From an optimization exercise on the open Yosys and OpenROAD flow, aimed at small area; shortcuts taken in it are not production practice. In this exercise RTL edits were held to simulation tests only and were not proved equivalent to the original. Power is estimated from default activity; no workload was simulated.

## juniper
==> flow/design.v <==
`default_nettype none
package synth_pkg;
	localparam int SAMPLE_W      = 16;
	localparam int PHASE_W       = 32;
	localparam int SPI_WORD_BITS = 16;
	localparam int SPI_CNT_W     = $clog2(SPI_WORD_BITS + 2);	 
	typedef logic signed [SAMPLE_W-1:0] sample_t;
	typedef logic [SPI_WORD_BITS-1:0]   pitch_t;
	typedef logic [PHASE_W-1:0]         phase_t;
	localparam logic [31:0] SAW_BASE = 32'd50000;	 
	localparam logic [7*13-1:0] SAW_DIFF = {
		13'd7612, 13'd6789, 13'd5336, 13'd4577,
		13'd3077, 13'd2777, 13'd1333
	};
endpackage
`default_nettype wire
`timescale 1ns/1ns
`default_nettype none
module spi_word_rx
(
	input  logic   clk,
	input  logic   trigger,
	input  logic   sck,
	input  logic   mosi,
	input  logic   cs,	 
	output synth_pkg::pitch_t pitch,
	output logic   accept	 
);
	logic [2:0] sck_sync;
	logic [1:0] mosi_sync;	 
	logic [2:0] ncs_sync;	 
	logic sck_rise;
	logic cs_rise;
	logic cs_low;
	logic [synth_pkg::SPI_CNT_W-1:0] bit_cnt;
	synth_pkg::pitch_t               shreg;	 
	assign sck_rise = sck_sync[1] & ~sck_sync[2];
	assign cs_rise  = ~ncs_sync[1] & ncs_sync[2];
	assign cs_low   = ncs_sync[1];
	always_ff @(posedge clk or posedge trigger) begin
		if (trigger) begin
			sck_sync <= '0;
			ncs_sync <= '0;	 
		end else begin
			sck_sync <= {sck_sync[1:0], sck};
			ncs_sync <= {ncs_sync[1:0], ~cs};
		end
	end
	always_ff @(posedge clk)
		mosi_sync <= {mosi_sync[0], mosi};
	always_ff @(posedge clk) begin
		if (!cs_low) begin
			bit_cnt <= '0;	 
		end else if (sck_rise && bit_cnt <= synth_pkg::SPI_CNT_W'(synth_pkg::SPI_WORD_BITS)) begin
			bit_cnt <= bit_cnt + 1'b1;
		end
	end
	always_ff @(posedge clk) begin
		if (sck_rise)
			shreg <= {shreg[synth_pkg::SPI_WORD_BITS-2:0], mosi_sync[1]};
	end
	assign accept = cs_rise && bit_cnt == synth_pkg::SPI_CNT_W'(synth_pkg::SPI_WORD_BITS);
	always_ff @(posedge clk or posedge trigger) begin
		if (trigger)
			pitch <= '0;
		else if (accept)
			pitch <= shreg;
	end
endmodule
`default_nettype wire
`default_nettype none
`default_nettype wire
`default_nettype none
`default_nettype wire
`default_nettype none
`default_nettype wire
`timescale 1ns/1ns
`default_nettype none
module synth_top
(
	input  logic clk,
	input  logic trigger,
	input  logic sck,
	input  logic mosi,
	input  logic cs,
	output logic i2s_bck,
	output logic i2s_lrck,
	output logic i2s_din
);
	synth_pkg::pitch_t pitch;
	logic accept;	 
	spi_word_rx i_rx (
		.clk     (clk),
		.trigger (trigger),
		.sck     (sck),
		.mosi    (mosi),
		.cs      (cs),
		.pitch   (pitch),
		.accept  (accept)
	);
	logic [7:0] cnt;	 
	logic       run;	 
	logic       live;	 
	always_ff @(posedge clk or posedge trigger) begin
		if (trigger) begin
			cnt   <= 8'd0;
			run   <= 1'b0;
			live  <= 1'b0;
		end else begin
			cnt   <= cnt + {7'd0, run};
			run   <= 1'b1;
			if (cnt == 8'd254)
				live <= 1'b1;
		end
	end
	logic [4:0] j;		 
	logic [2:0] slot;	 
	logic       step;	 
	logic       vslot;	 
	assign j     = cnt[4:0];
	assign slot  = cnt[7:5];
	assign step  = slot == 3'd0;
	assign vslot = slot == 3'd7;
	logic [8:0] m;
	logic       nz;
	logic       note_pend;
	logic tick;	 
	logic m_set;	 
	logic m_dec;	 
	assign tick  = cnt == 8'd255;
	assign m_set = tick & note_pend;
	assign m_dec = tick & (m != 9'd0);
	always_ff @(posedge clk or posedge trigger) begin
		if (trigger) begin
			m         <= '0;
			nz        <= 1'b0;
			note_pend <= 1'b0;
		end else begin
			m <= (m - {8'd0, m_dec}) | {9{m_set}};
			if (m_set)
				nz <= 1'b1;
			else if (tick && m == 9'd0)
				nz <= 1'b0;
			if (tick)
				note_pend <= accept;	 
			else if (accept)
				note_pend <= 1'b1;
		end
	end
	logic [15:0] snap;
	always_ff @(posedge clk) begin
		if (cnt == 8'd0)
			snap <= {pitch[8:0], pitch[15:9]};
		else
			snap <= {snap[0], snap[15:1]};
	end
	logic [31:0] a_r;
	logic [31:0] k_r;
	logic        a_in;
	logic        k_in;
	logic        kc;		 
	logic [1:0]  ac;		 
	logic        k_old, a_old, kci, pbit, cbit;
	logic [1:0]  aci;
	logic [2:0]  a_sum;
	assign k_old = k_r[0] & live;	 
	assign a_old = a_r[0] & live;
	assign kci   = (j == 5'd0) ? 1'b1 : kc;
	assign aci   = (j == 5'd0) ? 2'd0 : ac;
	assign pbit  = snap[0] & (j >= 5'd8) & (j <= 5'd23);
	assign cbit  = synth_pkg::SAW_BASE[j];
	assign a_sum = a_old + pbit + cbit + aci;
	assign k_in = step ? (k_old ^ kci) : k_r[0];
	assign a_in = step ? a_sum[0] : a_r[0];
	always_ff @(posedge clk) begin
		k_r <= {k_in, k_r[31:1]};
		a_r <= {a_in, a_r[31:1]};
		kc  <= k_old & kci;
		ac  <= a_sum[2:1];
	end
	logic [15:0] dn;
	logic        dc;
	logic        dci;
	logic        d_src;
	logic        add_y;
	logic [1:0]  d_sum;
	logic        y;		 
	always_comb begin
		if (cnt >= 8'd19 && cnt <= 8'd31)
			d_src = a_in;			 
		else if (cnt >= 8'd32 && cnt <= 8'd34)
			d_src = cnt == 8'd34;	 
		else
			d_src = dn[0];
	end
	assign add_y = !vslot && (j >= 5'd19);
	assign dci   = (cnt[3:0] == 4'd3) ? 1'b0 : dc;
	assign d_sum = d_src + (y & add_y) + dci;
	always_ff @(posedge clk) begin
		dn <= {d_sum[0], dn[15:1]};
		dc <= d_sum[1];
	end
	logic        z;
	logic        x;
	logic [12:0] coef;
	logic [12:1] dl;	 
	logic [12:0] opnd;
	logic [3:0]  uc;
	logic [3:0]  uci;
	logic [4:0]  u_sum;
	assign z = vslot ? ((j >= 5'd16) ? dl[1] : dn[3]) : k_in;
	assign x = vslot ? 1'b0 : a_in;
	always_comb begin
		if (vslot)
			coef = {m, nz, nz, nz, nz};	 
		else
			coef = synth_pkg::SAW_DIFF[13*slot +: 13];
	end
	assign opnd = coef & {dl, z};
	assign uci  = (j == 5'd0) ? 4'd0 : uc;
	always_comb begin
		u_sum = {4'd0, x} + {1'b0, uci};
		for (int s = 0; s < 13; s++)
			u_sum = u_sum + {4'd0, opnd[s]};
	end
	assign y = u_sum[0];
	always_ff @(posedge clk) begin
		uc <= u_sum[4:1];
		if (j == 5'd31)
			dl <= '0;
		else
			dl <= {dl[11:1], z};
	end
	logic [31:0] out_r;
	logic        out_in;
	always_comb begin
		if (cnt >= 8'd237 && cnt <= 8'd252)
			out_in = y;		 
		else if (cnt >= 8'd253 || cnt <= 8'd12)
			out_in = dn[6];	 
		else
			out_in = out_r[0];
	end
	always_ff @(posedge clk)
		out_r <= {out_in, out_r[31:1]};
	logic [7:0] v;
	logic [3:0] lo;
	logic [1:0] tap;
	logic       st;
	logic       din;
	assign v   = cnt + 1'b1;
	assign lo  = {1'b0, v[2:0]} + {1'b0, v[5:3]};
	assign tap = ~(v[7:6] + v[4:3] + {1'b0, lo[3]});
	always_ff @(posedge clk) begin
		if (lo[2:0] == 3'd4)
			case (tap)
			2'd0:    st <= out_in;	 
			2'd1:    st <= out_r[8];
			2'd2:    st <= out_r[16];
			default: st <= out_r[24];
			endcase
	end
	always_ff @(posedge clk or posedge trigger) begin
		if (trigger)
			din <= 1'b0;
		else if (cnt[2:0] == 3'd7)
			din <= live & st;
	end
	assign i2s_bck  = cnt[2];	 
	assign i2s_lrck = cnt[7];
	assign i2s_din  = din;
endmodule
`default_nettype wire
clock: 10.0 ns
lec_check: 0
cap_margin: 20
core_margin: 2
core_utilization: 80
cts_buf_list: sky130_fd_sc_hd__clkbuf_8
cts_cluster_diameter: 300
cts_cluster_size: 18
slew_margin: 20
standard.sh (not shown) runs the stock make flow with config.mk's settings and CLKGATE_MAP_FILE= SYNTH_SCRIPT=/design/flow/synth_recipe.tcl, a recipe that flattens the netlist after the stock synthesis.
==> flow/flow/run.sh <==
#!/bin/bash
# The standard layout (standard.sh), with two changes: the clock tree is
# built without balancing dummy loads, in sink clusters of up to 18 behind
# clkbuf_8 buffers, from a clkbuf_4 root, and the ports are buffered with
# buf_1 cells. Each tool's output goes to flow.log.
set -euo pipefail
export CTS_ARGS="-sink_clustering_enable -repair_clock_nets -sink_clustering_size 20 -sink_clustering_max_diameter 300 -buf_list sky130_fd_sc_hd__clkbuf_8 -root_buf sky130_fd_sc_hd__clkbuf_4 -dont_use_dummy_load"
export BUFFER_PORTS_ARGS="-buffer_cell sky130_fd_sc_hd__buf_1"
bash standard.sh > flow.log 2>&1
For nickel, these inputs were changed with respect to juniper:
--- a/flow/design.v
+++ b/flow/design.v
@@ -21,13 +21,14 @@
 	input  logic   clk,
 	input  logic   trigger,
 	input  logic   sck,
 	input  logic   mosi,
 	input  logic   cs,	 
 	output synth_pkg::pitch_t pitch,
-	output logic   accept	 
+	output logic   accept,	 
+	output logic   pitch_ok	 
 );
 	logic [2:0] sck_sync;
 	logic [1:0] mosi_sync;	 
 	logic [2:0] ncs_sync;	 
 	logic sck_rise;
 	logic cs_rise;
@@ -57,17 +58,21 @@
 	end
 	always_ff @(posedge clk) begin
 		if (sck_rise)
 			shreg <= {shreg[synth_pkg::SPI_WORD_BITS-2:0], mosi_sync[1]};
 	end
 	assign accept = cs_rise && bit_cnt == synth_pkg::SPI_CNT_W'(synth_pkg::SPI_WORD_BITS);
+	always_ff @(posedge clk) begin
+		if (accept)
+			pitch <= shreg;
+	end
 	always_ff @(posedge clk or posedge trigger) begin
 		if (trigger)
-			pitch <= '0;
+			pitch_ok <= 1'b0;
 		else if (accept)
-			pitch <= shreg;
+			pitch_ok <= 1'b1;
 	end
 endmodule
 `default_nettype wire
 `default_nettype none
 `default_nettype wire
 `default_nettype none
@@ -86,20 +91,22 @@
 	output logic i2s_bck,
 	output logic i2s_lrck,
 	output logic i2s_din
 );
 	synth_pkg::pitch_t pitch;
 	logic accept;	 
+	logic pitch_ok;	 
 	spi_word_rx i_rx (
 		.clk     (clk),
 		.trigger (trigger),
 		.sck     (sck),
 		.mosi    (mosi),
 		.cs      (cs),
 		.pitch   (pitch),
-		.accept  (accept)
+		.accept  (accept),
+		.pitch_ok(pitch_ok)
 	);
 	logic [7:0] cnt;	 
 	logic       run;	 
 	logic       live;	 
 	always_ff @(posedge clk or posedge trigger) begin
 		if (trigger) begin
@@ -145,17 +152,20 @@
 				note_pend <= accept;	 
 			else if (accept)
 				note_pend <= 1'b1;
 		end
 	end
 	logic [15:0] snap;
-	always_ff @(posedge clk) begin
-		if (cnt == 8'd0)
-			snap <= {pitch[8:0], pitch[15:9]};
-		else
-			snap <= {snap[0], snap[15:1]};
+	logic        snap_ok;
+	always_ff @(posedge clk) begin
+		if (cnt == 8'd0) begin
+			snap    <= {pitch[8:0], pitch[15:9]};
+			snap_ok <= pitch_ok;
+		end else begin
+			snap    <= {snap[0], snap[15:1]};
+		end
 	end
 	logic [31:0] a_r;
 	logic [31:0] k_r;
 	logic        a_in;
 	logic        k_in;
 	logic        kc;		 
@@ -164,13 +174,13 @@
 	logic [1:0]  aci;
 	logic [2:0]  a_sum;
 	assign k_old = k_r[0] & live;	 
 	assign a_old = a_r[0] & live;
 	assign kci   = (j == 5'd0) ? 1'b1 : kc;
 	assign aci   = (j == 5'd0) ? 2'd0 : ac;
-	assign pbit  = snap[0] & (j >= 5'd8) & (j <= 5'd23);
+	assign pbit  = snap[0] & snap_ok & (j >= 5'd8) & (j <= 5'd23);
 	assign cbit  = synth_pkg::SAW_BASE[j];
 	assign a_sum = a_old + pbit + cbit + aci;
 	assign k_in = step ? (k_old ^ kci) : k_r[0];
 	assign a_in = step ? a_sum[0] : a_r[0];
 	always_ff @(posedge clk) begin
 		k_r <= {k_in, k_r[31:1]};
### Flow results
- Compared with juniper, post-route standard cell area excluding fillers in nickel decreased slightly.
- Share of synthesized flip-flops with an asynchronous set or reset, juniper and nickel: larger value in juniper
- Total power, juniper and nickel, higher one = nickel.
- nickel against juniper: relative contribution of the clock network to total power has decreased; post-synth net total has decreased; worst hold slack has remained practically unchanged.
- The area after detailed placement number comes out lower for nickel vs juniper.
- Going from juniper to nickel, first-pass GRT wire length went up; total power density per cell area went up.

separate check: timing with driven ports:
How much do the figures lean on ideal ports? The routed layouts below were timed once more, with nothing changed but the port constraints. Step 1: set_driving_cell puts a clkbuf_16 on clk and a buf_2 on each other input, an assumption about the parent block. Step 2, shift: input delay + t, output delay - t, t = (earliest + latest rising clock arrival at the registers) / 2. This alone moves slack from input paths to output paths. Slacks: ideal / step 1 / step 2; pairs: ideal / step 1.
| run | shift t [ns] | slack for setup (ns) | worst setup path at the end |
|---|---|---|---|
| juniper | 0.585 | 3.569 / 3.569 / 3.569 | register to register |
| nickel | 0.572 | 3.223 / 3.223 / 3.223 | register to register |
After both steps setup and hold are still met in every run listed.
